This design comes from an exercise in tuning for small area, a short achievable clock period and few clock cycles per item on the open sky130 flow, not from production work. RTL that was checked went through simulation tests only; none was proved equivalent to the original. Only the layout flow was run in runs 1 to 3 and 5; the RTL was not checked for function there. Power is estimated from default activity; no workload was simulated.

[flow/run.sh]
#!/bin/bash
export SETUP_SLACK_MARGIN=6.5
bash standard.sh > standard.log 2>&1
[constraint.sdc]
create_clock -name core_clock -period 10.0 [get_ports {clk}]
set_input_delay 2.0000 -clock core_clock [delete_from_list [all_inputs] [get_ports {clk}]]
set_output_delay 2.0000 -clock core_clock [all_outputs]
set_load 0.01 [all_outputs]
[config.mk]
export PLATFORM = sky130hd
export DESIGN_NAME = selective_repeat_sender_window_top
export DESIGN_NICKNAME = selective_repeat_sender_window_top
export VERILOG_FILES = /design/flow/design.v
export SDC_FILE = /design/flow/constraint.sdc
export NUM_CORES = 4
export LEC_CHECK = 0
export CAP_MARGIN = 20
export CORE_MARGIN = 2
export CORE_UTILIZATION = 60
export PLACE_DENSITY = 0.75
export SLEW_MARGIN = 20
[design.v]
package srsw_pkg;
    localparam int SEQ_COUNT = 32;
    localparam int SEQ_W     = 5;
    localparam int BLOCK_W   = 24;
    localparam int HI_W      = BLOCK_W - SEQ_W;    
    localparam int WSIZE_W   = 5;
    localparam int TIMEOUT_W = 10;
    localparam int TIMER_W   = 11;
    localparam int CFG_IDX_W = 1;
    localparam int CFG_W     = 10;
    localparam logic [CFG_IDX_W-1:0] REG_WINDOW_SIZE = 1'd0;
    localparam logic [CFG_IDX_W-1:0] REG_TIMEOUT     = 1'd1;
    localparam logic OP_ACK  = 1'b0;
    localparam logic OP_TICK = 1'b1;
endpackage
module srsw_cell (
    input  logic       clk,
    input  logic       live,       
    input  logic [9:0] n1,         
    input  logic [9:0] n0,
    input  logic       tz,         
    input  logic       rmode,      
    input  logic       rfirst,     
    input  logic       do_tick,    
    input  logic       do_mark,    
    input  logic       hit,        
    input  logic       fresh,      
    output logic       pend,       
    output logic       exp,        
    output logic       acked
);
    logic [10:0] timer;
    logic [10:0] t_next;
    logic        ge;
    logic        acked_r;
    logic        eq;
    logic        inc;
    logic        clr;
    assign pend  = live & ~acked_r;
    assign exp   = pend & ge;
    assign acked = acked_r;
    assign inc   = do_tick & pend;
    assign clr   = fresh | hit;
    always_comb
    begin
        logic c;
        eq = 1'b1;
        for (int i = 0; i < 10; i++)
        begin
            eq = eq & (timer[i] ? n1[i] : n0[i]);
        end
        c = inc;
        for (int i = 0; i < 10; i++)
        begin
            t_next[i] = ~clr & (timer[i] ^ c);
            c         = c & timer[i];
        end
        t_next[10] = ~clr & (timer[10] | c);
    end
    always_ff @(posedge clk)
    begin
        timer <= t_next;
        if (clr)
        begin
            ge <= tz;
        end
        else if (inc || rmode)
        begin
            ge <= (rfirst ? timer[10] : ge) | eq;
        end
        acked_r <= ~fresh & (acked_r | (do_mark & live));
    end
endmodule
module selective_repeat_sender_window_top (
    input  logic                                 clk,
    input  logic                                 rst_n,
    input  logic                                 start,
    output logic                                 busy,
    input  logic [5:0]                           item,      
    input  logic                                 cfg_we,
    input  logic [srsw_pkg::CFG_IDX_W-1:0]       cfg_idx,
    input  logic [srsw_pkg::CFG_W-1:0]           cfg_data,
    output logic                                 result_valid,
    output logic [29:0]                          result     
);
    localparam int N  = srsw_pkg::SEQ_COUNT;
    localparam int SW = srsw_pkg::SEQ_W;
    localparam int HW = srsw_pkg::HI_W;
    function automatic logic [N-1:0] therm(input logic [SW-1:0] b);
        logic [N-1:0] t;
        for (int p = 0; p < N; p++)
        begin
            logic r;
            r = 1'b1;
            for (int i = 0; i < SW; i++)
            begin
                r = ((p >> i) & 1) ? (~b[i] | r) : (~b[i] & r);
            end
            t[p] = r;
        end
        therm = t;
    endfunction
    function automatic logic [N-1:0] decode(input logic [SW-1:0] b);
        logic [N-1:0] t;
        for (int p = 0; p < N; p++)
        begin
            t[p] = b == SW'(p);
        end
        decode = t;
    endfunction
    function automatic logic lt5(input logic [SW-1:0] a, input logic [SW-1:0] b);
        logic r;
        r = 1'b0;
        for (int i = 0; i < SW; i++)
        begin
            r = (~a[i] & b[i]) | (~(a[i] ^ b[i]) & r);
        end
        lt5 = r;
    endfunction
    function automatic logic [N-1:0] below(input logic [N-1:0] v);
        logic [N-1:0] x;
        x = v;
        x = x | (x << 1);
        x = x | (x << 2);
        x = x | (x << 4);
        x = x | (x << 8);
        x = x | (x << 16);
        below = x << 1;
    endfunction
    function automatic logic [SW-1:0] encode(input logic [N-1:0] oh);
        logic [SW-1:0] r;
        r = '0;
        for (int p = 0; p < N; p++)
        begin
            r = r | (oh[p] ? SW'(p) : SW'(0));
        end
        encode = r;
    endfunction
    logic          v0;
    logic          op0;
    logic [SW-1:0] s0;
    always_ff @(posedge clk or negedge rst_n)
    begin
        if (!rst_n)
        begin
            v0 <= 1'b0;
        end
        else
        begin
            v0 <= start && !busy_reg;
        end
    end
    always_ff @(posedge clk)
    begin
        op0 <= item[5];
        s0  <= item[4:0];
    end
    assign busy = busy_reg;
    logic [SW-1:0] base_reg;
    logic [SW-1:0] nxt_reg;
    logic [HW-1:0] hi_reg;
    logic [4:0]    ws_reg;
    logic [9:0]    to_reg;       
    logic          tz_reg;       
    logic [3:0]    rstep;        
    logic [3:0]    rstep_next;
    logic          busy_reg;
    logic [9:0]    n1_reg;       
    logic [9:0]    n0_reg;
    logic [9:0]    n1_next;
    logic [9:0]    n0_next;
    logic          rmode;
    logic          rfirst;
    logic [N-1:0]  live_reg;
    logic [N-1:0]  atb_reg;      
    logic          room_reg;     
    logic [SW-1:0] lo_reg;       
    logic          rv_reg;
    logic [29:0]   res_reg;
    logic do_tick, do_ack;
    assign do_tick = v0 && op0;
    assign do_ack  = v0 && !op0;
    logic [N-1:0] pend, expd, ackd;
    logic [N-1:0] hit, fresh, mark;
    for (genvar p = 0; p < N; p++)
    begin : g_slot
        srsw_cell u_cell (
            .clk     (clk),
            .live    (live_reg[p]),
            .n1      (n1_reg),
            .n0      (n0_reg),
            .tz      (tz_reg),
            .rmode   (rmode),
            .rfirst  (rfirst),
            .do_tick (do_tick),
            .do_mark (mark[p]),
            .hit     (hit[p]),
            .fresh   (fresh[p]),
            .pend    (pend[p]),
            .exp     (expd[p]),
            .acked   (ackd[p])
        );
    end
    logic [N-1:0]  exp_h, first;
    logic          any_h, any_e;
    logic [SW-1:0] fseq;
    logic          sent;
    logic [N-1:0]  dnxt;
    logic [N-1:0]  gt_b, zs, zs_h, bz_h, bz, zfirst, atb_new, passed;
    logic          any_zh;
    logic          slide;
    logic [SW-1:0] cnt, cnt1, lo;
    logic          room_c, room_1, room_s;
    logic [N-1:0]  roomvec, from_lo, past_n;
    always_comb
    begin
        exp_h = expd & atb_reg;
        any_h = |exp_h;
        any_e = |expd;
        first = expd & ((atb_reg & ~below(exp_h)) | (~atb_reg & ~below(expd) & {N{~any_h}}));
        fseq  = encode(first);
        dnxt  = decode(nxt_reg);
        sent  = do_tick && !any_e && room_reg;
        gt_b    = {atb_reg[N-2:0], 1'b0};
        zs      = ~(ackd & live_reg);
        zs_h    = zs & gt_b;
        any_zh  = |zs_h;
        bz_h    = below(zs_h);
        bz      = below(zs);
        zfirst  = any_zh ? (zs_h & ~bz_h) : (zs & ~bz);
        atb_new = any_zh ? (zs_h | bz_h) : (zs | bz);
        passed  = any_zh ? (atb_reg & ~atb_new) : (atb_reg | ~atb_new);
        slide   = do_ack && (s0 == base_reg) && (base_reg != nxt_reg);
        cnt     = nxt_reg - base_reg;
        cnt1    = cnt + SW'(1);
        room_c  = lt5(cnt, ws_reg);
        room_1  = lt5(cnt1, ws_reg);
        lo      = nxt_reg - ws_reg + SW'(1);
        from_lo = therm(lo_reg);
        past_n  = therm(nxt_reg) & ~dnxt;
        if (ws_reg == '0)
        begin
            roomvec = '0;
        end
        else if (lt5(nxt_reg, lo_reg))
        begin
            roomvec = from_lo | ~past_n;
        end
        else
        begin
            roomvec = from_lo & ~past_n;
        end
        room_s  = |(zfirst & roomvec);
        for (int p = 0; p < N; p++)
        begin
            hit[p]   = do_tick && first[p];
            fresh[p] = sent && dnxt[p];
            mark[p]  = do_ack && (s0 == SW'(p));
        end
    end
    assign rmode  = rstep >= 4'd2;
    assign rfirst = rstep == 4'd2;
    always_comb
    begin
        logic [9:0] r;
        if (rstep == 4'd1)
        begin
            rstep_next = (base_reg != nxt_reg) ? 4'd2 : 4'd0;
        end
        else if (rstep == 4'd12 || rstep == 4'd0)
        begin
            rstep_next = 4'd0;
        end
        else
        begin
            rstep_next = rstep + 4'd1;
        end
        r = to_reg - 10'd1;
        n1_next = r;
        n0_next = ~r;
        if (rstep_next == 4'd12)
        begin
            n1_next = to_reg;
            n0_next = ~to_reg;
        end
        else if (rstep_next >= 4'd2)
        begin
            for (int j = 0; j < 10; j++)
            begin
                if (j > 11 - int'(rstep_next))
                begin
                    n1_next[j] = to_reg[j];
                    n0_next[j] = ~to_reg[j];
                end
                else if (j == 11 - int'(rstep_next))
                begin
                    n1_next[j] = ~to_reg[j];
                    n0_next[j] = 1'b0;
                end
                else
                begin
                    n1_next[j] = 1'b1;
                    n0_next[j] = 1'b1;
                end
            end
        end
    end
    always_ff @(posedge clk)
    begin
        n1_reg <= n1_next;
        n0_reg <= n0_next;
    end
    logic [HW-1:0] hi_inc;
    assign hi_inc = hi_reg + HW'(1);
    always_ff @(posedge clk or negedge rst_n)
    begin
        if (!rst_n)
        begin
            base_reg    <= '0;
            nxt_reg     <= '0;
            hi_reg      <= '0;
            ws_reg      <= 5'd7;
            to_reg      <= 10'd20;
            tz_reg      <= 1'b0;
            rstep       <= 4'd0;
            busy_reg    <= 1'b0;
            live_reg    <= '0;
            atb_reg     <= '1;
            room_reg    <= 1'b1;
            lo_reg      <= 5'd26;
            rv_reg      <= 1'b0;
        end
        else
        begin
            rv_reg <= do_tick && (any_e || room_reg);
            if (sent)
            begin
                nxt_reg  <= nxt_reg + SW'(1);
                live_reg <= live_reg | dnxt;
            end
            if (slide)
            begin
                base_reg <= encode(zfirst);
                atb_reg  <= atb_new;
                live_reg <= live_reg & ~passed;
                if (!any_zh)
                begin
                    hi_reg <= hi_inc;
                end
            end
            room_reg <= slide ? room_s : (sent ? room_1 : room_c);
            lo_reg   <= sent ? lo_reg + SW'(1) : lo;
            rstep <= rstep_next;
            if (rstep == 4'd1)
            begin
                busy_reg <= base_reg != nxt_reg;
            end
            else if (rstep_next == 4'd12)
            begin
                busy_reg <= 1'b0;
            end
            if (cfg_we)
            begin
                if (cfg_idx == srsw_pkg::REG_WINDOW_SIZE)
                begin
                    ws_reg <= cfg_data[4:0];
                end
                else
                begin
                    to_reg   <= cfg_data;
                    tz_reg   <= cfg_data == '0;
                    rstep    <= 4'd1;
                    busy_reg <= (base_reg != nxt_reg) || v0;
                end
            end
        end
    end
    always_ff @(posedge clk)
    begin
        if (any_e)
        begin
            res_reg <= {fseq, (any_h ? hi_reg : hi_inc), fseq, 1'b1};
        end
        else
        begin
            res_reg <= {nxt_reg, (lt5(nxt_reg, base_reg) ? hi_inc : hi_reg), nxt_reg, 1'b0};
        end
    end
    assign result_valid = rv_reg;
    assign result       = res_reg;
endmodule
[standard.sh]
#!/bin/bash
# synth_recipe.tcl (not shown) runs the flow's synth.tcl, then flattens the netlist and writes it again
# the make line also repeats each setting of config.mk as NAME=value (left out here)
make -C /OpenROAD-flow-scripts/flow DESIGN_CONFIG=/design/flow/config.mk WORK_HOME=/design/flow/orfs CLKGATE_MAP_FILE= SYNTH_SCRIPT=/design/flow/synth_recipe.tcl "${@:-finish}"
==> flow_summary_export.csv, run 1 <==
group,metric,value,unit
synthesis,synthCells,3663,
grt,grt_first_pass_wirelength,191,mm
detailed_routing,first_pass_iters,8,
synthesis,synth_top_area_share,0.253,
detailed_routing,drc,0,
power_and_ir_drop,p_seq_frac,0.272,
synthesis,ys.flop_type,"dfxtp_1",
synthesis,synthTopCellsByCount,"dfxtp_1 (435), ha_1 (373), nor2_1 (358), mux2i_1 (322), and2_1 (315)",
sta,finalCritPeriodShare,0.377,
power_and_ir_drop,netSwitchingPower,5.12,mW
grt,grt_max_degree,53,
outcome,status,"no timing/DRC/antenna violations",
hold_path,whs_path_depth,1,
clock_network,htreeDepth,3,
power_and_ir_drop,power.leakage,18.8,nW
layout,stdcell_count,4654,
clock_network,cts.reportedPaths.clkPinSlew,0.06,ns
flow_run,cap_violations,0,
layout,layout.nets,4241,
synthesis,avgSynthCellArea,9.41,um2
grt,grt_pass1_vias,30900,
setup_path,reg2reg_from,"nxt_reg[2]",
placed_design,numPortBuffers,52,
sta,tightest_slew,1.08,ns
layout,drive_gt1_frac,0.232,
setup_path,crit_type,"reg2reg",
setup_path,reg2reg_slack,6.23,ns
setup_path,worstPathRequired,10.56,ns
placed_design,place.detailed.hpwl,85.1,mm
synthesis,synth.distinct_cells,93,
die,die_y,244,um
clock_network,numCtsBuffers,66,
sta,max_freq,265,MHz
sta,final.setup.tns,0,ns
synthesis,synth_area_leader_cell,"dfxtp_1",
synthesis,synth_fp_nets,4059,
power_and_ir_drop,cellPowerDensity,269,nW/um2
grt,grt_use_total,0.425,
clock_network,cts_sinks,589,
power_and_ir_drop,pwr-share-comb,0.511,
die,die_w,244,um
die,dieArea,59400,um2
layout,regMostFlops,"g_slot.u_cell.timer",
setup_path,cp-end-kind,"flip-flop",
setup_path,arrival,4.33,ns
detailed_routing,route.final.wire_length,139,mm
power_and_ir_drop,switching_share,0.453,
sta,timing.hold.ws,0.460,ns
clock_network,cts_hold_buf,0,
clock_network,clock_latency,0.64,ns
layout,area_growth,21.7,%
placed_design,dp_cells,4325,
detailed_routing,via_per_inst,6.90,
clock_network,clockBufferDepth,3,
clock_network,cts_tree,"built",
detailed_routing,vias,32100,
synthesis,synth_seq_cells,589,
detailed_routing,antenna_left,0,
power_and_ir_drop,ir_drop,590,uV
hold_path,holdCritPathClass,"reg2reg",
synthesis,async_flop_share,0.207,
die,io_pins,53,
sta,rsz0062_at_grt,"true",
die,row_count,87,
layout,nFillCells,3696,
sta,final_hold_viol_count,0,
die,design.core.area,56600,um2
clock_network,root_buffer,"clkbuf_16",
hold_path,hp-start,"g_slot[25].u_cell.timer[10]",
synthesis,synth_area,34500,um2
layout,fin_util,0.742,
synthesis,synthTopCellsByArea,"dfxtp_1 (25%), ha_1 (14%), mux2i_1 (9.3%)",
power_and_ir_drop,finalPower,11.3,mW
synthesis,synth-edff-count,32,
sta,fin_crit,3.77,ns
detailed_routing,drt_first_iter_violations,3490,
sta,slew_headroom,0.277,
setup_path,reg2reg_depth,13,
power_and_ir_drop,p_clk_frac,0.217,
power_and_ir_drop,intPower,6.18,mW
setup_path,cp_max_fo,13,
sta,slew_viol_final,0,
hold_path,hold_path_end,"g_slot[25].u_cell.timer[10]",
synthesis,ys.warnings.count,2,
sta,skew,0.0278,ns
setup_path,r2r_end,"room_reg",
synthesis,synth.most_common_cell,"dfxtp_1",
synthesis,yosysSeqAreaShare,0.370,
sta,setup_viol,0,
setup_path,start_kind,"flip-flop",
grt,overflow,0,
grt,antenna_found_initial,11,
detailed_routing,wire_per_inst,29.8,um
placed_design,gp_congestion,1.12,
die,start_util,0.609,
layout,largest_register_ff_count,352,
## how the worst max path moves through the flow
stage / start / end / slack, ns / depth (start not counted)
finish: nxt_reg[2] / room_reg / 6.23 / 13
global route: nxt_reg[2] / room_reg / 6.22 / 13
CTS: atb_reg[0] / room_reg / 6.26 / 12
detailed placement: nxt_reg[3] / room_reg / 5.04 / 13
global placement: nxt_reg[3] / room_reg / 5.05 / 13
floorplan: nxt_reg[2] / room_reg / 6.47 / 14
## power by group through the flow
| stage | Combinational [mW] | Sequential [mW] | Clock [mW] |
|---|---|---|---|
| after floorplan | 2.95 | 2.92 | 0 |
| after global placement | 4.38 | 3.11 | 0 |
| after detailed placement | 4.41 | 3.12 | 0 |
| after CTS | 5.07 | 3.04 | 2.43 |
| after global routing | 5.98 | 3.08 | 2.53 |
| final | 5.78 | 3.07 | 2.45 |
## metrics by stage
stage	cell area (um2)	setup WS, ns
global placement	35500	5.05
global route	42000	6.22
detailed placement	35600	5.04
CTS	40000	6.26
floorplan	34500	6.47
finish	42000	6.23
## area by class of cell
cell class,instances,area (um2),area share
clock buffers,106,1970,0.0470
diodes,2,5.00,0.000119
clock inverters,13,143,0.00340
well taps,756,946,0.0225
multi-input cells,2839,22600,0.538
flip-flops and latches,589,12800,0.306
repair buffers,303,3320,0.0790
inverters,46,190,0.00453
## kinds of logic after synthesis
| group | after synthesis | synth area share |
|---|---|---|
| AND/OR/NAND/NOR | 1459 | 0.229 |
| flip-flops | 589 | 0.370 |
| AO/OA/AOI/OAI | 560 | 0.108 |
| adder cells (fa/ha/maj) | 389 | 0.141 |
| multiplexers | 366 | 0.108 |
| buffers and inverters | 242 | 0.0286 |
| XOR/XNOR | 58 | 0.0147 |
## per-layer routing
layer	vias to the layer above	global-route usage	wire length, um
met3	731	0.0977	15700
met1	15500	0.532	51000
met2	2243	0.670	61000
li1	13600	-	-
met4	8	0.246	11100
met5	-	0	197
## critical path: stages (launching register included)
cell and delay (ns):
dfrtp_4 0.47, clkinvlp_4 0.12, ha_1 0.34, a21oi_2 0.18, a31oi_2 0.16, nor2_2 0.19, buf_12 0.17, o32a_1 0.15
a21oi_2 0.08, o211ai_1 0.27, o2111ai_2 0.21, or4_1 0.53, or4_1 0.55, a31o_2 0.26
## layout by cell type, fill, tap and decap left out, drive strengths merged, types with 30 or more instances in the layout
cell type	Yosys	final
xnor2	46	46
dfrtp	81	81
mux2	44	44
nand3	83	83
nor2	360	363
nor4	30	30
nor3	67	67
a21oi	143	147
inv	46	46
nor3b	44	44
nand4	52	52
edfxtp	32	32
and3	30	30
and2	336	336
nand4b	31	31
dfxtp	435	435
nand2	236	236
clkbuf	166	117
ha	373	373
dfstp	41	41
a31oi	82	82
buf	30	238
or3	36	36
o21ai	82	82
mux2i	322	322
nand3b	56	56
o21a	48	48
## what timing repair did
action,CTS,global route
cloned,11,14
pin swaps,128,214
gates resized for setup,291,327
hold endpoints to repair,0,0
buffers inserted,105,78
endpoints found under the setup margin,581,405
==> run 2: changes to the inputs <==
--- a/design.v
+++ b/design.v
@@ -175,6 +175,10 @@
     logic [N-1:0]  atb_reg;      
     logic          room_reg;     
     logic [SW-1:0] lo_reg;       
+    logic          rv1_reg;      
+    logic          rs1_reg;
+    logic          wrap1_reg;
+    logic [N-1:0]  seq1_reg;     
     logic          rv_reg;
     logic [29:0]   res_reg;
     logic do_tick, do_ack;
@@ -203,7 +207,6 @@
     end
     logic [N-1:0]  exp_h, first;
     logic          any_h, any_e;
-    logic [SW-1:0] fseq;
     logic          sent;
     logic [N-1:0]  dnxt;
     logic [N-1:0]  gt_b, zs, zs_h, bz_h, bz, zfirst, atb_new, passed;
@@ -211,14 +214,13 @@
     logic          slide;
     logic [SW-1:0] cnt, cnt1, lo;
     logic          room_c, room_1, room_s;
-    logic [N-1:0]  roomvec, from_lo, past_n;
+    logic [N-1:0]  from_lo, short_of_lo;
     always_comb
     begin
         exp_h = expd & atb_reg;
         any_h = |exp_h;
         any_e = |expd;
         first = expd & ((atb_reg & ~below(exp_h)) | (~atb_reg & ~below(expd) & {N{~any_h}}));
-        fseq  = encode(first);
         dnxt  = decode(nxt_reg);
         sent  = do_tick && !any_e && room_reg;
         gt_b    = {atb_reg[N-2:0], 1'b0};
@@ -237,20 +239,8 @@
         room_1  = lt5(cnt1, ws_reg);
         lo      = nxt_reg - ws_reg + SW'(1);
         from_lo = therm(lo_reg);
-        past_n  = therm(nxt_reg) & ~dnxt;
-        if (ws_reg == '0)
-        begin
-            roomvec = '0;
-        end
-        else if (lt5(nxt_reg, lo_reg))
-        begin
-            roomvec = from_lo | ~past_n;
-        end
-        else
-        begin
-            roomvec = from_lo & ~past_n;
-        end
-        room_s  = |(zfirst & roomvec);
+        short_of_lo = lt5(base_reg, lo_reg) ? (gt_b & ~from_lo) : (gt_b | ~from_lo);
+        room_s  = room_reg || !(|(zs & short_of_lo));
         for (int p = 0; p < N; p++)
         begin
             hit[p]   = do_tick && first[p];
@@ -328,11 +318,13 @@
             atb_reg     <= '1;
             room_reg    <= 1'b1;
             lo_reg      <= 5'd26;
+            rv1_reg     <= 1'b0;
             rv_reg      <= 1'b0;
         end
         else
         begin
-            rv_reg <= do_tick && (any_e || room_reg);
+            rv1_reg <= do_tick && (any_e || room_reg);
+            rv_reg  <= rv1_reg;
             if (sent)
             begin
                 nxt_reg  <= nxt_reg + SW'(1);
@@ -375,16 +367,14 @@
             end
         end
     end
+    logic [SW-1:0] rseq;
+    assign rseq = encode(seq1_reg);
     always_ff @(posedge clk)
     begin
-        if (any_e)
-        begin
-            res_reg <= {fseq, (any_h ? hi_reg : hi_inc), fseq, 1'b1};
-        end
-        else
-        begin
-            res_reg <= {nxt_reg, (lt5(nxt_reg, base_reg) ? hi_inc : hi_reg), nxt_reg, 1'b0};
-        end
+        rs1_reg   <= any_e;
+        seq1_reg  <= any_e ? first : dnxt;
+        wrap1_reg <= any_e ? !any_h : lt5(nxt_reg, base_reg);
+        res_reg   <= {rseq, (wrap1_reg ? hi_inc : hi_reg), rseq, rs1_reg};
     end
     assign result_valid = rv_reg;
     assign result       = res_reg;
==> run 2 against run 1 <==
Effect of this change: still clean; wire length fell by 10%; utilization down 6.9 points; worst hold slack got worse by 0.13 ns; worst setup slack improved by 0.22 ns; critical path depth is 2 lower; sequential power up 6%; final area decreased by 7.6%; power fell by 5.2%; clock-buffer cell count down 6; critical path type unchanged; critical endpoint is now base_reg[2]; largest cell class unchanged; highest routed layer unchanged.
==> flow_summary_export.csv, run 2 <==
group,metric,value,unit
outcome,status,"no timing/DRC/antenna violations",
power_and_ir_drop,ir_drop,415,uV
layout,largest_register_ff_count,352,
layout,drive_gt1_frac,0.0977,
clock_network,cts_sinks,623,
setup_path,crit_type,"reg2reg",
layout,area_growth,10.8,%
die,dieArea,60300,um2
detailed_routing,via_per_inst,6.65,
die,die_y,246,um
setup_path,cpMaxStageDelayCell,"a2111oi_4",
sta,finalCritPeriodShare,0.356,
setup_path,cp_max_fo,20,
detailed_routing,antenna_left,0,
sta,slew_headroom,0.327,
synthesis,synth_fp_nets,4094,
sta,max_freq,281,MHz
synthesis,async_flop_share,0.197,
synthesis,synth.distinct_cells,88,
power_and_ir_drop,power.leakage,17.4,nW
setup_path,arrival,4.05,ns
sta,fin_crit,3.56,ns
placed_design,place.detailed.hpwl,85.1,mm
setup_path,worst-path-buf-inv,2,
detailed_routing,first_pass_iters,6,
synthesis,synthCells,3701,
clock_network,clock_latency,0.63,ns
sta,final_hold_viol_count,0,
grt,antenna_found_initial,7,
grt,grt_max_degree,71,
sta,setup_viol,0,
setup_path,crit_path_max_incr_delay,0.54,ns
layout,layout.nets,4082,
synthesis,synth_top_area_share,0.267,
detailed_routing,drc,0,
sta,tightest_slew,1.01,ns
setup_path,start_kind,"flip-flop",
synthesis,synthTopCellsByCount,"dfxtp_1 (468), nor2_1 (381), ha_1 (370), and2_1 (344), mux2i_1 (318)",
die,row_count,88,
synthesis,synth_area_leader_cell,"dfxtp_1",
clock_network,numCtsBuffers,69,
synthesis,avgSynthCellArea,9.46,um2
placed_design,numPortBuffers,52,
grt,grt_first_pass_wirelength,185,mm
grt,grt_use_total,0.409,
sta,rsz0062_at_grt,"true",
sta,final.setup.tns,0,ns
clock_network,cts_tree,"built",
power_and_ir_drop,cellPowerDensity,276,nW/um2
die,die_w,246,um
clock_network,clockBufferDepth,3,
synthesis,synth_area,35000,um2
sta,slew_viol_final,0,
clock_network,cts.reportedPaths.clkPinSlew,0.06,ns
grt,overflow,0,
synthesis,ys.flop_type,"dfxtp_1",
placed_design,gp_congestion,1.11,
setup_path,path_cells,"a21boi_2 > a2111oi_4 > nand4b_2 > nor2_1 > buf_4 > nand2_1 > buf_4 > a32o_1 > a2111oi_2 > o211ai_1 > a2bb2oi_1",
detailed_routing,vias,30000,
setup_path,cp_common_cell,"buf_4",
setup_path,cp-end-kind,"flip-flop",
synthesis,ys.warnings.count,2,
synthesis,synth-edff-count,32,
hold_path,holdCritPathClass,"reg2reg",
die,start_util,0.607,
layout,layout_commonest_cell,"dfxtp_1",
synthesis,synthTopCellsByArea,"dfxtp_1 (27%), ha_1 (13%), mux2i_1 (9.1%)",
clock_network,htreeDepth,3,
layout,fin_area,38800,um2
die,design.core.area,57700,um2
layout,insertedDiodeCount,0,
placed_design,dpl_cell_area,36100,um2
layout,regMostFlops,"g_slot.u_cell.timer",
setup_path,critPathTopFamily,"compound AO/OA/AOI/OAI gates",
layout,final_cell_mix,"dfxtp_1 (468), ha_1 (370), nor2_1 (369)",
setup_path,worstPathRequired,10.49,ns
detailed_routing,drt_first_iter_violations,2967,
clock_network,root_buffer,"clkbuf_16",
detailed_routing,route.final.wire_length,124,mm
synthesis,synth.most_common_cell,"dfxtp_1",
synthesis,yosysSeqAreaShare,0.384,
sta,skew,0.0243,ns
detailed_routing,wire_per_inst,27.6,um
synthesis,synth_seq_cells,623,
flow_run,cap_violations,0,
die,io_pins,53,
grt,grt_pass1_vias,30100,
-- run 2: layout make-up --
class                   count  area [um2]
clock buffers             100        2000
clock inverters            27         250
fillers                  4568       18900
inverters                  47         176
multi-input cells        2835       21000
flip-flops and latches    623       13500
well taps                 765         957
repair buffers            113        1000
-- run 2: worst paths after layout --
path | start | to | slack (ns) | depth (start not counted)
setup / recovery | atb_reg[22] | base_reg[2] | 6.44 | 11
hold / removal | rs1_reg | res_reg[0] | 0.33 | 0
setup reg to reg | atb_reg[22] | base_reg[2] | 6.44 | 11
hold reg to reg | rs1_reg | res_reg[0] | 0.33 | 0
max in group asynchronous | rst_n | nxt_reg[1] | 7.17 | 2
min in group asynchronous | rst_n | live_reg[20] | 1.38 | 1
-- run 2: logic make-up after synthesis --
| family | synth area share |
|---|---|
| and+or+nand+nor | 0.222 |
| DFF | 0.384 |
| AOI/OAI and AO/OA | 0.107 |
| muxes | 0.110 |
| adders and majority gates | 0.134 |
| buffers and inverters | 0.0272 |
| xor gates and xnor gates | 0.0150 |
-- run 2: timing repair --
action	CTS	global route
setup endpoints to repair	331	172
hold buffers	0	0
resized for setup	39	67
pin swaps	1	7
gates cloned	0	0
buffers inserted	1	12
-- run 2: metrics by stage --
| step | total power [mW] | hold slack (ns) | worst slack (ns) | std cells | utilization |
|---|---|---|---|---|---|
| floorplan | 6.07 | 0.310 | 6.56 | 3701 | - |
| global placement | 7.78 | 0.311 | 5.95 | 4370 | 0.626 |
| detailed placement | 7.86 | 0.315 | 5.96 | 4370 | 0.626 |
| CTS | 10.4 | 0.328 | 6.44 | 4498 | 0.667 |
| global route | 11.1 | 0.329 | 6.30 | 4510 | 0.672 |
| finish | 10.7 | 0.325 | 6.44 | 4510 | 0.672 |
-- run 2: metal layers --
metal  share of wire  global-route usage  vias to the layer above  routed length [um]
li1                -                   -                    13300                   -
met1            0.38               0.495                    14600               47100
met2            0.46               0.668                     1632               56900
met3           0.099              0.0985                      523               12300
met4           0.065               0.228                        2                8060
met5         0.00010                   0                        -                  13
-- run 2: power breakdown --
group,internal [mW],switching [mW]
Combinational,1.57,3.37
Sequential,2.86,0.380
Clock,1.45,1.08
==> run 3: changes to the inputs <==
==> flow/run.sh (replaced) <==
#!/bin/bash
export SETUP_SLACK_MARGIN=6.5
export TNS_END_PERCENT=0
bash standard.sh > standard.log 2>&1
==> run 3 against run 2 <==
Effect of this change: final cell count fell by 0.24%; worst setup slack got worse by 0.19 ns; register-to-register slack got worse by 0.19 ns; synthesized cell count did not move; clock skew fell by 0.0023 ns; fmax fell by 5.1%; combinational power fell by 1%; utilization fell by 0.58 points; still clean on timing, DRC and antenna; clock-buffer cell count did not move; sequential share of layout area rose by 0.30 points; largest cell class unchanged; die area did not move.
==> flow_summary_export.csv, run 3 <==
group,metric,value,unit
die,row_count,88,
setup_path,path_cells,"a21boi_0 > nor2_1 > nand3_1 > nor3_1 > a32o_1 > nand3b_1 > a2111oi_0 > and3_1 > a21oi_2",
detailed_routing,vias,29800,
synthesis,ys.warnings.count,2,
hold_path,holdCritPathClass,"reg2reg",
clock_network,htreeDepth,3,
sta,fin_crit,3.75,ns
setup_path,crit_end,"base_reg[1]",
layout,largest_register_ff_count,352,
setup_path,cp-end-kind,"flip-flop",
power_and_ir_drop,switching_share,0.450,
placed_design,place.detailed.hpwl,85.1,mm
detailed_routing,wire_per_inst,27.6,um
synthesis,synth_area,35000,um2
synthesis,synthTopCellsByArea,"dfxtp_1 (27%), ha_1 (13%), mux2i_1 (9.1%)",
sta,finalCritPeriodShare,0.375,
setup_path,crit_start,"atb_reg[17]",
sta,setup_ws,6.25,ns
clock_network,numCtsBuffers,69,
power_and_ir_drop,finalPower,10.6,mW
sta,slew_viol_final,0,
power_and_ir_drop,pwr-share-comb,0.458,
layout,final_cell_mix,"dfxtp_1 (468), nor2_1 (378), ha_1 (370)",
synthesis,synth_top_area_share,0.267,
layout,fin_area,38500,um2
clock_network,cts_sinks,623,
clock_network,root_buffer,"clkbuf_16",
clock_network,cts.reportedPaths.clkPinSlew,0.06,ns
setup_path,worstPathRequired,10.50,ns
layout,layout_commonest_cell,"dfxtp_1",
setup_path,cp_max_fo,8,
placed_design,pre_cts_ws,5.96,ns
synthesis,ys.flop_type,"dfxtp_1",
clock_network,cts_tree,"built",
power_and_ir_drop,p_clk_frac,0.239,
layout,fin_util,0.667,
synthesis,yosysSeqAreaShare,0.384,
sta,rsz0062_at_grt,"true",
setup_path,crit_type,"reg2reg",
detailed_routing,via_per_inst,6.63,
layout,stdcell_count,4499,
grt,top_usage_layer,"met2",
synthesis,synthCells,3701,
sta,skew,0.0219,ns
grt,met1_usage,0.492,
grt,grt_pass1_vias,30100,
detailed_routing,drt_first_iter_violations,2931,
setup_path,cpMaxStageDelayCell,"a2111oi_0",
sta,slew_headroom,0.298,
synthesis,synth.distinct_cells,88,
power_and_ir_drop,cellPowerDensity,277,nW/um2
clock_network,clock_latency,0.63,ns
synthesis,synth.most_common_cell,"dfxtp_1",
synthesis,avgSynthCellArea,9.46,um2
setup_path,start_kind,"flip-flop",
die,die_w,246,um
grt,antenna_found_initial,7,
die,design.core.area,57700,um2
setup_path,reg2reg_from,"atb_reg[17]",
setup_path,r2r_end,"base_reg[1]",
synthesis,synth_seq_cells,623,
die,io_pins,53,
sta,setup_viol,0,
sta,final.setup.tns,0,ns
sta,tightest_slew,1.05,ns
die,dieArea,60300,um2
detailed_routing,drc,0,
detailed_routing,antenna_left,0,
setup_path,reg2reg_slack,6.25,ns
grt,use_met2,0.669,
power_and_ir_drop,intPower,5.86,mW
outcome,status,"no timing/DRC/antenna violations",
power_and_ir_drop,power.leakage,17.1,nW
layout,area_growth,9.81,%
grt,overflow,0,
synthesis,synth_area_leader_cell,"dfxtp_1",
grt,grt_first_pass_wirelength,185,mm
layout,regMostFlops,"g_slot.u_cell.timer",
grt,grt_use_total,0.409,
setup_path,arrival,4.25,ns
flow_run,cap_violations,0,
synthesis,synth_fp_nets,4094,
synthesis,synthTopCellsByCount,"dfxtp_1 (468), nor2_1 (381), ha_1 (370), and2_1 (344), mux2i_1 (318)",
placed_design,gp_congestion,1.11,
die,die_y,246,um
synthesis,async_flop_share,0.197,
grt,grt_max_degree,71,
power_and_ir_drop,ir_drop,418,uV
clock_network,clockBufferDepth,3,
detailed_routing,first_pass_iters,7,
layout,layout.nets,4070,
power_and_ir_drop,netSwitchingPower,4.79,mW
placed_design,numPortBuffers,52,
sta,max_freq,267,MHz
grt,met3_usage,0.103,
power_and_ir_drop,p_seq_frac,0.304,
placed_design,dpl_cell_area,36100,um2
sta,final_hold_viol_count,0,
placed_design,dp_cells,4370,
layout,drive_gt1_frac,0.0838,
synthesis,synth-edff-count,32,
die,start_util,0.607,
setup_path,crit_path_max_incr_delay,0.70,ns
sta,timing.hold.ws,0.325,ns
detailed_routing,route.final.wire_length,124,mm
setup_path,reg2reg_depth,9,
run 3: cell counts after synthesis:
Identical to the previous run, type by type.
run 3: logic make-up (layout without fill, tap and decap cells):
logic type	count (synthesis)	count (layout)	synth area share
buf+inv	243	275	0.0272
compound gates	564	564	0.107
simple gates	1459	1459	0.222
mux	376	376	0.110
other cells	0	1	0
xor+xnor	60	60	0.0150
fa+ha+maj	376	376	0.134
flops	623	623	0.384
run 3: layer usage:
| metal | share of wire | up-vias |
|---|---|---|
| met5 | 0.00019 | - |
| met4 | 0.059 | 4 |
| met3 | 0.097 | 481 |
| met2 | 0.46 | 1551 |
| met1 | 0.38 | 14600 |
| li1 | - | 13200 |
run 3: worst max-delay path, delay by kind of cell (launching register included):
family           cells  cell delay [ns]
AO/OA/AOI/OAI        4             1.68
AND/OR/NAND/NOR      5             1.34
flip-flops           1             0.62
run 3: what timing repair did:
action | in CTS | in global routing
buffers inserted | 1 | 0
resized for setup | 8 | 21
hold buffers | 0 | 0
pin swaps | 1 | 0
setup endpoints to repair | 331 | 318
run 3: how the worst min path moves through the flow:
stage / cells after the start / startpoint / end
finish: 0 / rs1_reg / res_reg[0]
global route: 0 / rs1_reg / res_reg[0]
CTS: 0 / rs1_reg / res_reg[0]
detailed placement: 0 / rs1_reg / res_reg[0]
global placement: 0 / rs1_reg / res_reg[0]
floorplan: 0 / rs1_reg / res_reg[0]
run 3: final cells by class:
class	count	area (um2)
timing repair buffer	101	892
sequential	623	13500
tap	765	957
clock inverter	27	250
fill	4616	19200
clock buffer	100	2000
inverter	47	176
multi-input combinational	2835	20700
antenna	1	2.50
run 3: power by group through the flow:
stage | clock, mW | combinational, mW | sequential (mW)
2_1_floorplan | 0 | 3.00 | 3.07
3_3_place_gp | 0 | 4.53 | 3.25
3_5_place_dp | 0 | 4.60 | 3.26
4_1_cts | 2.56 | 4.65 | 3.21
5_1_grt | 2.65 | 5.12 | 3.25
6_report | 2.54 | 4.87 | 3.24
==> run 4: changes to the inputs <==
--- a/design.v
+++ b/design.v
@@ -60,14 +60,8 @@
     always_ff @(posedge clk)
     begin
         timer <= t_next;
-        if (clr)
-        begin
-            ge <= tz;
-        end
-        else if (inc || rmode)
-        begin
-            ge <= (rfirst ? timer[10] : ge) | eq;
-        end
+        ge <= (clr & tz) | (~clr & (inc | rmode) & ((rfirst ? timer[10] : ge) | eq))
+                         | (~clr & ~(inc | rmode) & ge);
         acked_r <= ~fresh & (acked_r | (do_mark & live));
     end
 endmodule
==> flow/run.sh (replaced) <==
#!/bin/bash
export SETUP_SLACK_MARGIN=6.5
bash standard.sh > standard.log 2>&1
==> run 4 against run 3 <==
Effect of this change: largest cell class unchanged; largest power group unchanged; first-iteration DRC count increased by 21%; sequential cell count unchanged; power decreased by 2.7%; critical path depth increased by 1; global-route usage decreased by 0.60 points.
==> flow_summary_export.csv, run 4 <==
group,metric,value,unit
synthesis,synth.most_common_cell,"dfxtp_1",
layout,final_cell_mix,"dfxtp_1 (486), ha_1 (371), and2_1 (332)",
setup_path,cp_max_fo,16,
detailed_routing,antenna_left,0,
layout,largest_register_ff_count,352,
sta,timing.hold.ws,0.339,ns
clock_network,cts_tree,"built",
power_and_ir_drop,ir_drop,217,uV
synthesis,synth_top_area_share,0.288,
synthesis,synthTopCellsByCount,"dfxtp_1 (500), ha_1 (371), and2_1 (332), nor2_1 (326), mux2i_1 (320)",
detailed_routing,route.final.wire_length,122,mm
layout,layout_commonest_cell,"dfxtp_1",
clock_network,clockBufferDepth,3,
synthesis,ys.warnings.count,2,
placed_design,numPortBuffers,52,
detailed_routing,via_per_inst,6.58,
power_and_ir_drop,intPower,5.77,mW
sta,fin_crit,3.58,ns
power_and_ir_drop,cellPowerDensity,266,nW/um2
clock_network,root_buffer,"clkbuf_16",
flow_run,cap_violations,0,
die,io_pins,53,
synthesis,synth_area,34800,um2
synthesis,synthCells,3717,
clock_network,numCtsBuffers,70,
synthesis,ys.flop_type,"dfxtp_1",
sta,rsz0062_at_grt,"true",
clock_network,cts_sinks,623,
sta,setup_viol,0,
detailed_routing,vias,29800,
synthesis,yosysSeqAreaShare,0.377,
power_and_ir_drop,netSwitchingPower,4.59,mW
power_and_ir_drop,power.leakage,17.1,nW
grt,grt_use_total,0.403,
power_and_ir_drop,p_seq_frac,0.317,
clock_network,cts_hold_buf,0,
die,die_w,245,um
synthesis,async_flop_share,0.197,
power_and_ir_drop,pwr-share-comb,0.426,
layout,area_growth,11.9,%
die,design.core.area,57500,um2
sta,slew_viol_final,0,
hold_path,holdCritPathClass,"reg2reg",
placed_design,gp_congestion,1.07,
layout,stdcell_count,4526,
grt,overflow,0,
power_and_ir_drop,switching_share,0.443,
clock_network,clock_latency,0.66,ns
synthesis,avgSynthCellArea,9.36,um2
die,die_y,245,um
sta,final_hold_viol_count,0,
grt,grt_first_pass_wirelength,182,mm
sta,tightest_slew,1.15,ns
hold_path,whs_path_depth,0,
synthesis,synth_area_leader_cell,"dfxtp_1",
grt,grt_max_degree,70,
synthesis,synth.distinct_cells,87,
outcome,status,"no timing/DRC/antenna violations",
placed_design,place.detailed.hpwl,84.1,mm
setup_path,crit_type,"reg2reg",
setup_path,arrival,4.17,ns
setup_path,worstPathRequired,10.59,ns
sta,finalCritPeriodShare,0.358,
synthesis,synth-edff-count,0,
detailed_routing,drc,0,
layout,drive_gt1_frac,0.102,
setup_path,start_kind,"flip-flop",
sta,final.setup.tns,0,ns
placed_design,dp_cells,4375,
synthesis,synth_seq_cells,623,
setup_path,reg2reg_depth,10,
die,start_util,0.606,
synthesis,synth_fp_nets,4111,
sta,skew,0.0382,ns
die,row_count,88,
power_and_ir_drop,p_clk_frac,0.257,
clock_network,cts.reportedPaths.clkPinSlew,0.07,ns
detailed_routing,drt_first_iter_violations,3554,
layout,layout.nets,4101,
detailed_routing,first_pass_iters,6,
grt,antenna_found_initial,5,
sta,max_freq,280,MHz
clock_network,htreeDepth,3,
layout,regMostFlops,"g_slot.u_cell.timer",
synthesis,synthTopCellsByArea,"dfxtp_1 (29%), ha_1 (13%), mux2i_1 (9.2%)",
grt,grt_pass1_vias,28800,
die,dieArea,60000,um2
setup_path,cp-end-kind,"flip-flop",
sta,slew_headroom,0.235,
detailed_routing,wire_per_inst,27.0,um
[run 4: logic make-up after synthesis]
kind of cell,share of synthesized area
compound gates,0.119
xor+xnor,0.0153
fa+ha+maj,0.136
buf+inv,0.0294
flops,0.377
mux,0.105
simple gates,0.218
[run 4: power by group through the flow]
stage               Sequential, mW  Combinational, mW  Clock, mW
detailed placement            3.30               3.99          0
global route                  3.30               4.67       2.79
finish                        3.29               4.41       2.66
global placement              3.30               3.97          0
floorplan                     2.96               2.81          0
CTS                           3.25               4.13       2.67
[run 4: path summary, 6_finish.rpt]
kind                                 from  slack, ns     endpoint
worst max-delay path            lo_reg[1]       6.42     room_reg
worst min-delay path              rs1_reg       0.34   res_reg[0]
worst max register to register  lo_reg[1]       6.42     room_reg
worst min register to register    rs1_reg       0.34   res_reg[0]
max in group asynchronous           rst_n       7.17       tz_reg
min in group asynchronous           rst_n       1.37  base_reg[1]
[run 4: stage by stage]
step	setup slack, ns	area [um2]	power, mW	util
final	6.42	39000	10.4	0.678
after global routing	6.43	39000	10.8	0.678
after CTS	6.47	38600	10.1	0.671
after detailed placement	5.46	35900	7.28	0.624
after global placement	5.53	35900	7.27	0.624
after floorplan	6.87	34800	5.77	-
[run 4: final cells by class]
| cell class | instances | area (um2) |
|---|---|---|
| inverter | 47 | 176 |
| sequential | 623 | 13200 |
| clock buffer | 98 | 2010 |
| fill | 4629 | 18500 |
| tap | 765 | 957 |
| timing repair buffer | 127 | 1140 |
| antenna | 1 | 2.50 |
| multi-input combinational | 2838 | 21200 |
| clock inverter | 27 | 350 |
[run 4: repair_timing]
| item | in CTS | in global routing |
|---|---|---|
| setup endpoints to repair | 521 | 231 |
| gates cloned | 1 | 2 |
| pin swaps | 4 | 4 |
| resized for setup | 65 | 65 |
| buffers inserted | 14 | 7 |
[run 4: worst max-delay path, cell delays in order (launching register included)]
cell	delay (ns)
dfstp_2	0.52
inv_1	0.13
ha_1	0.57
nor2b_1	0.22
o211ai_1	0.28
nand4b_1	0.32
a2111oi_0	0.66
nand4_1	0.16
a211oi_1	0.29
o211a_1	0.19
a31o_2	0.15
[run 4: per-layer routing]
layer	routed length, um	vias to the layer above	GRT usage	share of wire
met5	10	-	0	0.000082
met4	8680	2	0.246	0.071
met3	12400	487	0.0996	0.10
met2	52200	1623	0.610	0.43
met1	48900	14200	0.518	0.40
li1	-	13400	-	-
Testbench counts of run 4, summed over its fixed seeds: cycles 3,216, items 3,200.
==> run 5: changes to the inputs <==
--- a/design.v
+++ b/design.v
@@ -29,8 +29,8 @@
     output logic       exp,        
     output logic       acked
 );
-    logic [10:0] timer;
-    logic [10:0] t_next;
+    logic [9:0]  timer;
+    logic [9:0]  t_next;
     logic        ge;
     logic        acked_r;
     logic        eq;
@@ -49,18 +49,17 @@
         begin
             eq = eq & (timer[i] ? n1[i] : n0[i]);
         end
-        c = inc;
+        c = inc & ~(&timer);
         for (int i = 0; i < 10; i++)
         begin
             t_next[i] = ~clr & (timer[i] ^ c);
             c         = c & timer[i];
         end
-        t_next[10] = ~clr & (timer[10] | c);
     end
     always_ff @(posedge clk)
     begin
         timer <= t_next;
-        ge <= (clr & tz) | (~clr & (inc | rmode) & ((rfirst ? timer[10] : ge) | eq))
+        ge <= (clr & tz) | (~clr & (inc | rmode) & ((ge & ~rfirst) | eq))
                          | (~clr & ~(inc | rmode) & ge);
         acked_r <= ~fresh & (acked_r | (do_mark & live));
     end
==> run 5 against run 4 <==
Effect of this change: worst hold slack got worse by 0.0060 ns; still clean; largest power group unchanged; synthesized cell count decreased by 3.0%; power decreased by 0.22%; sequential share of layout area decreased by 0.93 points; sequential cell count decreased by 32; clock-buffer cell count decreased by 2; global-route usage increased by 2.7 points; fmax increased by 0.52%; synthesized area decreased by 2.3%.
==> flow_summary_export.csv, run 5 <==
group,metric,value,unit
synthesis,ys.warnings.count,2,
layout,final_cell_mix,"dfxtp_1 (468), ha_1 (338), and2_1 (335)",
detailed_routing,first_pass_iters,6,
power_and_ir_drop,ir_drop,290,uV
grt,grt_first_pass_wirelength,192,mm
synthesis,synthTopCellsByCount,"dfxtp_1 (468), ha_1 (339), and2_1 (336), mux2i_1 (320), nand2_1 (257)",
flow_run,cap_violations,0,
sta,finalCritPeriodShare,0.356,
outcome,status,"no timing/DRC/antenna violations",
grt,overflow,0,
detailed_routing,antenna_left,0,
synthesis,synth.distinct_cells,92,
synthesis,synth_area,34000,um2
grt,antenna_found_initial,3,
power_and_ir_drop,power.leakage,16.5,nW
die,design.core.area,56200,um2
setup_path,reg2reg_from,"atb_reg[0]",
layout,nFillCells,4394,
clock_network,root_buffer,"clkbuf_16",
hold_path,whs_path_depth,0,
layout,layout.nets,3973,
synthesis,synth_fp_nets,3968,
synthesis,synthTopCellsByArea,"dfxtp_1 (28%), ha_1 (12%), mux2i_1 (9.4%)",
layout,fin_area,38100,um2
grt,grt_use_total,0.430,
sta,tightest_slew,1.18,ns
setup_path,start_kind,"flip-flop",
synthesis,avgSynthCellArea,9.43,um2
sta,skew,0.0309,ns
synthesis,synthCells,3606,
power_and_ir_drop,cellPowerDensity,272,nW/um2
layout,ff_latch_area,12500,um2
die,dieArea,58600,um2
grt,grt_pass1_vias,31200,
clock_network,cts.reportedPaths.clkPinSlew,0.06,ns
setup_path,reg2reg_depth,10,
synthesis,synth_top_area_share,0.275,
layout,area_growth,11.9,%
sta,fin_crit,3.56,ns
placed_design,dpl_cell_area,35100,um2
detailed_routing,drc,0,
clock_network,cts_sinks,591,
setup_path,worstPathRequired,10.45,ns
setup_path,r2r_end,"base_reg[1]",
setup_path,arrival,4.01,ns
clock_network,clock_latency,0.62,ns
sta,max_freq,281,MHz
hold_path,hold_path_end,"res_reg[0]",
detailed_routing,drt_first_iter_violations,3042,
synthesis,synth_seq_cells,591,
clock_network,numCtsBuffers,67,
layout,insertedDiodeCount,0,
hold_path,holdCritPathClass,"reg2reg",
placed_design,gp_congestion,1.13,
synthesis,ys.flop_type,"dfxtp_1",
die,io_pins,53,
setup_path,reg2reg_slack,6.44,ns
layout,drive_gt1_frac,0.100,
placed_design,numPortBuffers,52,
clock_network,clockBufferDepth,3,
layout,regMostFlops,"g_slot.u_cell.timer",
clock_network,htreeDepth,3,
sta,setup_ws,6.44,ns
detailed_routing,vias,30900,
synthesis,synth.most_common_cell,"dfxtp_1",
layout,layout_commonest_cell,"dfxtp_1",
die,die_y,242,um
sta,slew_headroom,0.214,
placed_design,place.detailed.hpwl,90.7,mm
sta,setup_viol,0,
hold_path,hp-start,"rs1_reg",
synthesis,async_flop_share,0.208,
layout,largest_register_ff_count,320,
clock_network,cts_tree,"built",
synthesis,synth-edff-count,0,
sta,final.setup.tns,0,ns
detailed_routing,via_per_inst,7.00,
layout,multi_input_area,20900,um2
detailed_routing,wire_per_inst,29.3,um
detailed_routing,route.final.wire_length,129,mm
setup_path,crit_type,"reg2reg",
sta,rsz0062_at_grt,"true",
setup_path,cp_max_fo,27,
placed_design,pre_cts_ws,5.74,ns
sta,final_hold_viol_count,0,
grt,grt_max_degree,72,
die,die_w,242,um
setup_path,cp-end-kind,"flip-flop",
synthesis,yosysSeqAreaShare,0.367,
die,start_util,0.606,
synthesis,synth_area_leader_cell,"dfxtp_1",
sta,slew_viol_final,0,
die,row_count,87,
[run 5: final cells by class]
cell class,count,share of cell area
clock buffers,96,0.0531
multi-input cells,2762,0.550
flip-flops and latches,591,0.329
clock inverters,22,0.00763
repair buffers,134,0.0306
well taps,756,0.0249
inverters,55,0.00542
[run 5: through the flow]
step | std cells | power, mW | util | hold slack, ns
after floorplan | 3606 | 5.63 | - | 0.310
after global placement | 4268 | 7.27 | 0.625 | 0.318
after detailed placement | 4270 | 7.32 | 0.625 | 0.321
after CTS | 4403 | 9.97 | 0.671 | 0.339
after global routing | 4416 | 10.6 | 0.678 | 0.344
final | 4416 | 10.3 | 0.678 | 0.333
[run 5: worst max-delay path: stages, from the launching register on]
cell and delay (ns):
dfstp_2 0.56, a21boi_1 0.76, a211oi_2 0.18, nand4_1 0.20
buf_4 0.20, nor3_4 0.05, buf_6 0.21, a32oi_1 0.33
nand2_1 0.19, nor4_2 0.52, a22oi_1 0.16
[run 5: worst max path at each step]
stage                                         start                    endpoint  slack (ns)  cells past startpoint
after global routing      g_slot[24].u_cell.acked_r   g_slot[3].u_cell.timer[2]        6.46                      9
after CTS                              live_reg[24]                seq1_reg[27]        6.40                      7
after detailed placement                 nxt_reg[4]                  hi_reg[17]        5.74                     11
final                                    atb_reg[0]                 base_reg[1]        6.44                     10
after floorplan                                  v0  g_slot[10].u_cell.timer[9]        7.03                     16
after global placement                 live_reg[24]                seq1_reg[24]        4.73                      7
[run 5: cell families (layout without fill, tap and decap cells)]
family                     after synthesis  in the layout  synth area share
and+or+nand+nor                       1367           1367             0.222
DFF                                    591            591             0.367
adders and majority gates              343            343             0.126
muxes                                  357            357             0.107
buffers and inverters                  253            307            0.0295
AOI/OAI and AO/OA                      604            604             0.124
xor gates and xnor gates                91             91            0.0234
[run 5: where the power goes]
part | switching [mW] | internal (mW) | total, mW
clock | 1.04 | 1.54 | 2.58
combinational | 3.19 | 1.51 | 4.70
sequential | 0.417 | 2.64 | 3.06
total | 4.65 | 5.69 | 10.3
[run 5: repair_timing]
item	in CTS	in global routing
hold buffers	0	0
setup buffers	15	12
gates cloned	0	0
pin swaps	10	9
endpoints found under the hold margin	0	0
resized for setup	52	58
setup endpoints to repair	430	371
[run 5: routing by layer]
layer	up-vias	part of all wire	track usage
li1	13300	-	-
met1	14900	0.37	0.517
met2	2011	0.44	0.677
met3	659	0.12	0.116
met4	6	0.076	0.285
met5	-	0.00032	0
==> run 6: changes to the inputs <==
--- a/design.v
+++ b/design.v
@@ -15,6 +15,7 @@
 endpackage
 module srsw_cell (
     input  logic       clk,
+    input  logic       rst_n,
     input  logic       live,       
     input  logic [9:0] n1,         
     input  logic [9:0] n0,
@@ -31,16 +32,20 @@
 );
     logic [9:0]  timer;
     logic [9:0]  t_next;
-    logic        ge;
+    logic        exp_r;
+    logic        mk;
+    logic        upd;
     logic        acked_r;
     logic        eq;
     logic        inc;
     logic        clr;
     assign pend  = live & ~acked_r;
-    assign exp   = pend & ge;
+    assign exp   = exp_r;
     assign acked = acked_r;
     assign inc   = do_tick & pend;
     assign clr   = fresh | hit;
+    assign mk    = do_mark & live;
+    assign upd   = inc | (rmode & pend);
     always_comb
     begin
         logic c;
@@ -59,9 +64,19 @@
     always_ff @(posedge clk)
     begin
         timer <= t_next;
-        ge <= (clr & tz) | (~clr & (inc | rmode) & ((ge & ~rfirst) | eq))
-                         | (~clr & ~(inc | rmode) & ge);
-        acked_r <= ~fresh & (acked_r | (do_mark & live));
+        acked_r <= ~fresh & (acked_r | mk);
+    end
+    always_ff @(posedge clk or negedge rst_n)
+    begin
+        if (!rst_n)
+        begin
+            exp_r <= 1'b0;
+        end
+        else
+        begin
+            exp_r <= (clr & tz) | (~clr & ~mk & upd & ((exp_r & ~rfirst) | eq))
+                                | (~clr & ~mk & ~upd & exp_r);
+        end
     end
 endmodule
 module selective_repeat_sender_window_top (
@@ -183,6 +198,7 @@
     begin : g_slot
         srsw_cell u_cell (
             .clk     (clk),
+            .rst_n   (rst_n),
             .live    (live_reg[p]),
             .n1      (n1_reg),
             .n0      (n0_reg),
==> run 6 against run 5 <==
Effect of this change: clock power decreased by 3%; critical endpoint is now base_reg[2]; power decreased by 1.3%; synthesized area increased by 0.60%; critical path type unchanged; wire length decreased by 5.2%; fmax increased by 0.15%; worst hold slack improved by 0.013 ns; non-clock buffer count decreased by 32; register-to-register slack about the same; critical path depth decreased by 2; final cell count increased by 0.41%; via count decreased by 1.8%; highest routed layer unchanged; sequential cell count unchanged.
==> flow_summary_export.csv, run 6 <==
group,metric,value,unit
outcome,status,"no timing/DRC/antenna violations",
sta,fin_crit,3.55,ns
die,row_count,87,
synthesis,synthCells,3646,
layout,layout_commonest_cell,"dfxtp_1",
synthesis,synth.most_common_cell,"dfxtp_1",
power_and_ir_drop,pwr-share-comb,0.467,
sta,max_freq,281,MHz
layout,drive_gt1_frac,0.101,
synthesis,synth_fp_nets,4008,
clock_network,clock_latency,0.62,ns
synthesis,synth.distinct_cells,103,
detailed_routing,vias,30400,
power_and_ir_drop,netSwitchingPower,4.69,mW
layout,largest_register_ff_count,320,
die,dieArea,59000,um2
detailed_routing,drt_first_iter_violations,3307,
placed_design,numPortBuffers,52,
setup_path,r2r_end,"base_reg[2]",
power_and_ir_drop,power.leakage,16.3,nW
grt,grt_first_pass_wirelength,184,mm
clock_network,cts_sinks,591,
hold_path,holdCritPathClass,"reg2reg",
hold_path,hp-start,"rv1_reg",
detailed_routing,drc,0,
synthesis,synth_top_area_share,0.255,
synthesis,synthTopCellsByCount,"dfxtp_1 (436), ha_1 (339), and2_1 (324), mux2i_1 (274), nand2_1 (272)",
layout,layout.nets,3986,
synthesis,ys.warnings.count,2,
hold_path,hold_path_end,"rv_reg",
flow_run,cap_violations,0,
layout,final_cell_mix,"dfxtp_1 (436), ha_1 (339), and2_1 (321)",
setup_path,reg2reg_slack,6.45,ns
sta,tightest_slew,1.26,ns
sta,skew,0.0250,ns
clock_network,numCtsBuffers,67,
synthesis,synth-edff-count,0,
setup_path,reg2reg_from,"atb_reg[1]",
detailed_routing,first_pass_iters,9,
power_and_ir_drop,ir_drop,303,uV
detailed_routing,via_per_inst,6.85,
clock_network,cts_tree,"built",
clock_network,clockBufferDepth,3,
setup_path,cp-end-kind,"flip-flop",
hold_path,whs_path_depth,0,
setup_path,reg2reg_depth,8,
setup_path,crit_type,"reg2reg",
power_and_ir_drop,intPower,5.51,mW
synthesis,async_flop_share,0.262,
setup_path,worstPathRequired,10.46,ns
sta,rsz0062_at_grt,"true",
power_and_ir_drop,p_clk_frac,0.244,
setup_path,cpMaxStageDelayCell,"dfstp_2",
detailed_routing,route.final.wire_length,123,mm
synthesis,ys.flop_type,"dfxtp_1",
placed_design,place.detailed.hpwl,85.9,mm
clock_network,root_buffer,"clkbuf_16",
synthesis,yosysSeqAreaShare,0.370,
placed_design,gp_congestion,1.05,
clock_network,cts.reportedPaths.clkPinSlew,0.06,ns
detailed_routing,wire_per_inst,27.7,um
grt,met1_usage,0.507,
grt,met3_usage,0.0788,
layout,regMostFlops,"g_slot.u_cell.timer",
setup_path,arrival,4.01,ns
setup_path,cp_max_fo,9,
power_and_ir_drop,finalPower,10.2,mW
synthesis,synth_area_leader_cell,"dfxtp_1",
detailed_routing,antenna_left,0,
sta,final.setup.tns,0,ns
die,start_util,0.607,
die,die_y,243,um
synthesis,synthTopCellsByArea,"dfxtp_1 (26%), ha_1 (12%), dfrtp_1 (8.3%)",
grt,overflow,0,
die,io_pins,53,
setup_path,start_kind,"flip-flop",
grt,grt_use_total,0.408,
synthesis,synth_area,34200,um2
sta,slew_headroom,0.158,
sta,slew_viol_final,0,
layout,area_growth,10.3,%
sta,final_hold_viol_count,0,
synthesis,synth_seq_cells,591,
sta,finalCritPeriodShare,0.355,
grt,antenna_found_initial,3,
layout,nFillCells,4434,
grt,grt_pass1_vias,30300,
setup_path,path_cells,"a21boi_0 > nor4_2 > nand3_1 > nor2_1 > a32oi_2 > o2111ai_1 > or4_1 > a2bb2oi_1",
power_and_ir_drop,switching_share,0.459,
clock_network,cts_hold_buf,0,
clock_network,htreeDepth,3,
power_and_ir_drop,cellPowerDensity,270,nW/um2
grt,grt_max_degree,97,
grt,top_usage_layer,"met2",
grt,use_met2,0.641,
die,die_w,243,um
die,design.core.area,56400,um2
synthesis,avgSynthCellArea,9.39,um2
sta,setup_viol,0,
power_and_ir_drop,p_seq_frac,0.289,
setup_path,crit_path_max_incr_delay,0.65,ns
## run 6: worst max-delay path, delay by kind of cell, from the launching register on
kind / cells / cell delay (ns)
DFF: 1 / 0.65
and+or+nand+nor: 4 / 1.46
AOI/OAI and AO/OA: 4 / 1.29
## run 6: cells by family (layout without fill, tap and decap cells)
| family | Yosys count | count (layout) | synth area share |
|---|---|---|---|
| xor gates and xnor gates | 91 | 91 | 0.0233 |
| DFF | 591 | 591 | 0.370 |
| muxes | 333 | 333 | 0.0996 |
| buffers and inverters | 245 | 275 | 0.0300 |
| AOI/OAI and AO/OA | 616 | 616 | 0.126 |
| and+or+nand+nor | 1428 | 1429 | 0.226 |
| other | 0 | 1 | 0 |
| adders and majority gates | 342 | 342 | 0.125 |
## run 6: stage by stage
step / instance area, um2 / util / cells / hold WS (ns) / setup WS (ns)
after floorplan: 34200 / - / 3646 / 0.310 / 6.85
after global placement: 35200 / 0.623 / 4299 / 0.332 / 5.89
final: 37700 / 0.669 / 4434 / 0.346 / 6.45
after CTS: 37500 / 0.665 / 4427 / 0.349 / 6.39
after global routing: 37700 / 0.669 / 4433 / 0.366 / 6.44
after detailed placement: 35200 / 0.624 / 4300 / 0.337 / 5.79
## run 6: timing repair
| item | in CTS | in global routing |
|---|---|---|
| gates cloned | 1 | 0 |
| endpoints found under the setup margin | 406 | 355 |
| buffers inserted | 4 | 6 |
| pin swaps | 3 | 5 |
| gates resized for setup | 47 | 38 |
## run 6: routing by layer
| layer | vias up | part of all wire |
|---|---|---|
| li1 | 13300 | - |
| met1 | 14600 | 0.38 |
| met2 | 1829 | 0.44 |
| met3 | 568 | 0.098 |
| met4 | 4 | 0.078 |
| met5 | - | 0.00021 |
## run 6: layout make-up
cell class              count  area, um2  share of cell area
diodes                      1       2.50           0.0000663
clock buffers              99       1930              0.0511
clock inverters            23        275             0.00729
inverters                  51        195             0.00517
multi-input cells        2811      20800               0.552
flip-flops and latches    591      12700               0.335
well taps                 756        946              0.0251
repair buffers            102        907              0.0240
## run 6: power groups by stage
stage	Sequential [mW]	Combinational, mW	Clock, mW
final	2.95	4.76	2.49
after global routing	2.96	4.96	2.60
after global placement	2.96	4.39	0
after detailed placement	2.97	4.43	0
after CTS	2.92	4.49	2.51
after floorplan	2.78	2.97	0
## run 6: worst max-delay path by stage
stage,depth (start not counted),from,slack (ns),to
2_1_floorplan,15,v0,6.85,g_slot[11].u_cell.timer[9]
3_3_place_gp,9,g_slot[25].u_cell.exp_r,5.89,g_slot[10].u_cell.exp_r
3_5_place_dp,9,g_slot[25].u_cell.exp_r,5.79,g_slot[1].u_cell.timer[6]
4_1_cts,8,live_reg[1],6.39,base_reg[1]
5_1_grt,8,live_reg[9],6.44,base_reg[1]
6_report,8,atb_reg[1],6.45,base_reg[2]
Testbench counts of run 6, summed over its fixed seeds: cycles 3,216, items 3,200.
==> run 7: changes to the inputs <==
--- a/config.mk
+++ b/config.mk
@@ -8,5 +8,7 @@
 export CAP_MARGIN = 20
 export CORE_MARGIN = 2
 export CORE_UTILIZATION = 60
+export CTS_CLUSTER_DIAMETER = 100
+export CTS_CLUSTER_SIZE = 28
 export PLACE_DENSITY = 0.75
 export SLEW_MARGIN = 20
==> run 7 against run 6 <==
Effect of this change: still clean on timing, DRC and antenna; combinational power about the same; clock skew increased by 0.018 ns; final area decreased by 3.3%; worst setup slack improved by 0.0026 ns; critical endpoint unchanged; highest routed layer is now met4.
==> flow_summary_export.csv, run 7 <==
group,metric,value,unit
outcome,status,"no timing/DRC/antenna violations",
clock_network,cts_sinks,591,
placed_design,gp_congestion,1.05,
sta,setup_viol,0,
grt,grt_pass1_vias,29800,
synthesis,synth_area,34200,um2
layout,insertedDiodeCount,0,
die,dieArea,59000,um2
synthesis,synth_top_area_share,0.255,
sta,skew,0.0427,ns
clock_network,cts_tree,"built",
detailed_routing,dr_wl_met2,53.4,mm
synthesis,synth-edff-count,0,
layout,layout.nets,3954,
clock_network,root_buffer,"clkbuf_16",
layout,drive_gt1_frac,0.0881,
sta,max_freq,282,MHz
detailed_routing,antenna_left,0,
sta,slew_viol_final,0,
die,row_count,87,
clock_network,clockBufferDepth,3,
setup_path,cp-end-kind,"flip-flop",
grt,overflow,0,
detailed_routing,wire_per_inst,27.7,um
sta,final.setup.tns,0,ns
placed_design,pre_cts_ws,5.79,ns
layout,fin_area,36500,um2
synthesis,ys.warnings.count,2,
detailed_routing,first_pass_iters,10,
grt,grt_use_total,0.401,
flow_run,cap_violations,0,
detailed_routing,route.final.wire_length,121,mm
sta,fin_crit,3.55,ns
synthesis,synthTopCellsByArea,"dfxtp_1 (26%), ha_1 (12%), dfrtp_1 (8.3%)",
synthesis,synth.distinct_cells,103,
synthesis,synthTopCellsByCount,"dfxtp_1 (436), ha_1 (339), and2_1 (324), mux2i_1 (274), nand2_1 (272)",
layout,largest_register_ff_count,320,
synthesis,yosysSeqAreaShare,0.370,
synthesis,async_flop_share,0.262,
placed_design,dpl_cell_area,35200,um2
synthesis,synth.most_common_cell,"dfxtp_1",
setup_path,worstPathRequired,10.47,ns
clock_network,clock_latency,0.65,ns
sta,slew_headroom,0.190,
die,die_y,243,um
synthesis,synth_area_leader_cell,"dfxtp_1",
synthesis,ys.flop_type,"dfxtp_1",
clock_network,numCtsBuffers,27,
synthesis,synth_fp_nets,4008,
clock_network,cts.reportedPaths.clkPinSlew,0.11,ns
synthesis,avgSynthCellArea,9.39,um2
setup_path,crit_type,"reg2reg",
power_and_ir_drop,power.leakage,15.7,nW
sta,final_hold_viol_count,0,
grt,grt_first_pass_wirelength,182,mm
detailed_routing,highest_layer,"met4",
sta,rsz0062_at_grt,"true",
synthesis,synth_seq_cells,591,
detailed_routing,via_per_inst,6.86,
placed_design,place.detailed.hpwl,85.9,mm
layout,area_growth,6.64,%
die,io_pins,53,
hold_path,holdCritPathClass,"reg2reg",
die,start_util,0.607,
layout,layout_commonest_cell,"dfxtp_1",
detailed_routing,wl_met3,11.2,mm
detailed_routing,drt_first_iter_violations,3171,
clock_network,htreeDepth,1,
setup_path,arrival,4.02,ns
grt,grt_max_degree,97,
sta,finalCritPeriodShare,0.355,
layout,final_cell_mix,"dfxtp_1 (436), ha_1 (339), and2_1 (322)",
die,die_w,243,um
grt,antenna_found_initial,0,
power_and_ir_drop,ir_drop,282,uV
layout,regMostFlops,"g_slot.u_cell.timer",
power_and_ir_drop,cellPowerDensity,250,nW/um2
setup_path,start_kind,"flip-flop",
sta,setup_ws,6.45,ns
sta,tightest_slew,1.21,ns
setup_path,cp_max_fo,5,
die,design.core.area,56400,um2
placed_design,numPortBuffers,52,
detailed_routing,drc,0,
synthesis,synthCells,3646,
power_and_ir_drop,finalPower,9.12,mW
detailed_routing,vias,30000,
detailed_routing,met1_length,47.0,mm
[run 7: changes by cell type in the layout (fill, tap and decap cells not counted), moves of 3 or more]
cell,before,now
clkbuf_16,70,28
clkbuf_1,22,8
buf_4,45,53
clkinv_2,8,1
clkdlybuf4s50_1,32,27
bufinv_16,4,0
clkbuf_8,7,3
a21boi_0,12,9
clkinv_4,3,0
dlymetal6s2s_1,4,7
[run 7: layer usage]
layer,up-vias,global-route usage
met5,-,0
li1,13200,-
met1,14500,0.505
met3,493,0.0669
met2,1728,0.638
met4,0,0.259
[run 7: path summary, 6_finish.rpt]
path,start,to,slack [ns],cells after the start
worst min register to register,rv1_reg,rv_reg,0.36,0
worst max-delay path,nxt_reg[4],base_reg[2],6.45,10
worst max register to register,nxt_reg[4],base_reg[2],6.45,10
min in group asynchronous,rst_n,rv_reg,1.49,1
max in group asynchronous,rst_n,g_slot[1].u_cell.exp_r,7.03,2
worst min-delay path,rv1_reg,rv_reg,0.36,0
[run 7: area by class of cell]
cell class              instances  area [um2]
multi-input cells            2811       20800
fillers                      4611       19900
flip-flops and latches        591       12700
repair buffers                110         972
well taps                     756         946
clock buffers                  39         772
inverters                      51         195
clock inverters                 9        98.8
[run 7: logic make-up after synthesis]
| kind of cell | count (synthesis) | share of synthesized area |
|---|---|---|
| AND/OR/NAND/NOR | 1428 | 0.226 |
| AO/OA/AOI/OAI | 616 | 0.126 |
| flip-flops | 591 | 0.370 |
| adder cells (fa/ha/maj) | 342 | 0.125 |
| multiplexers | 333 | 0.0996 |
| buffers and inverters | 245 | 0.0300 |
| XOR/XNOR | 91 | 0.0233 |
[run 7: metrics by stage]
stage	hold slack [ns]	utilization	instances
2_1_floorplan	0.310	-	3646
3_3_place_gp	0.332	0.623	4299
3_5_place_dp	0.337	0.624	4300
4_1_cts	0.361	0.643	4358
5_1_grt	0.380	0.647	4367
6_report	0.360	0.647	4367
[run 7: critical path, stage by stage (launching register included)]
cell,delay (ns)
dfrtp_1,0.52
clkinvlp_4,0.27
ha_1,0.38
and3_1,0.22
nand3_1,0.21
and4_1,0.37
o31ai_1,0.12
a31o_1,0.23
nand4b_1,0.33
or4_1,0.59
a2bb2oi_1,0.16
[run 7: repair_timing]
action / CTS / global route
hold buffers: 0 / 0
setup buffers: 9 / 9
resized for setup: 50 / 43
setup endpoints to repair: 408 / 347
gates cloned: 1 / 0
pin swaps: 3 / 4
[run 7: report_power, final]
| group | leakage [nW] | switching [mW] | internal [mW] |
|---|---|---|---|
| clock network | 0.418 | 0.830 | 0.561 |
| logic | 9.84 | 3.30 | 1.49 |
| registers | 5.49 | 0.346 | 2.59 |

Check on run 7: ideal ports give 6.450 ns setup slack; a clkbuf_16 on the clock port and buf_2 on the inputs give 6.404 ns; moving port delays by the midpoint clock arrival (0.697 ns) as well gives 6.350 ns.
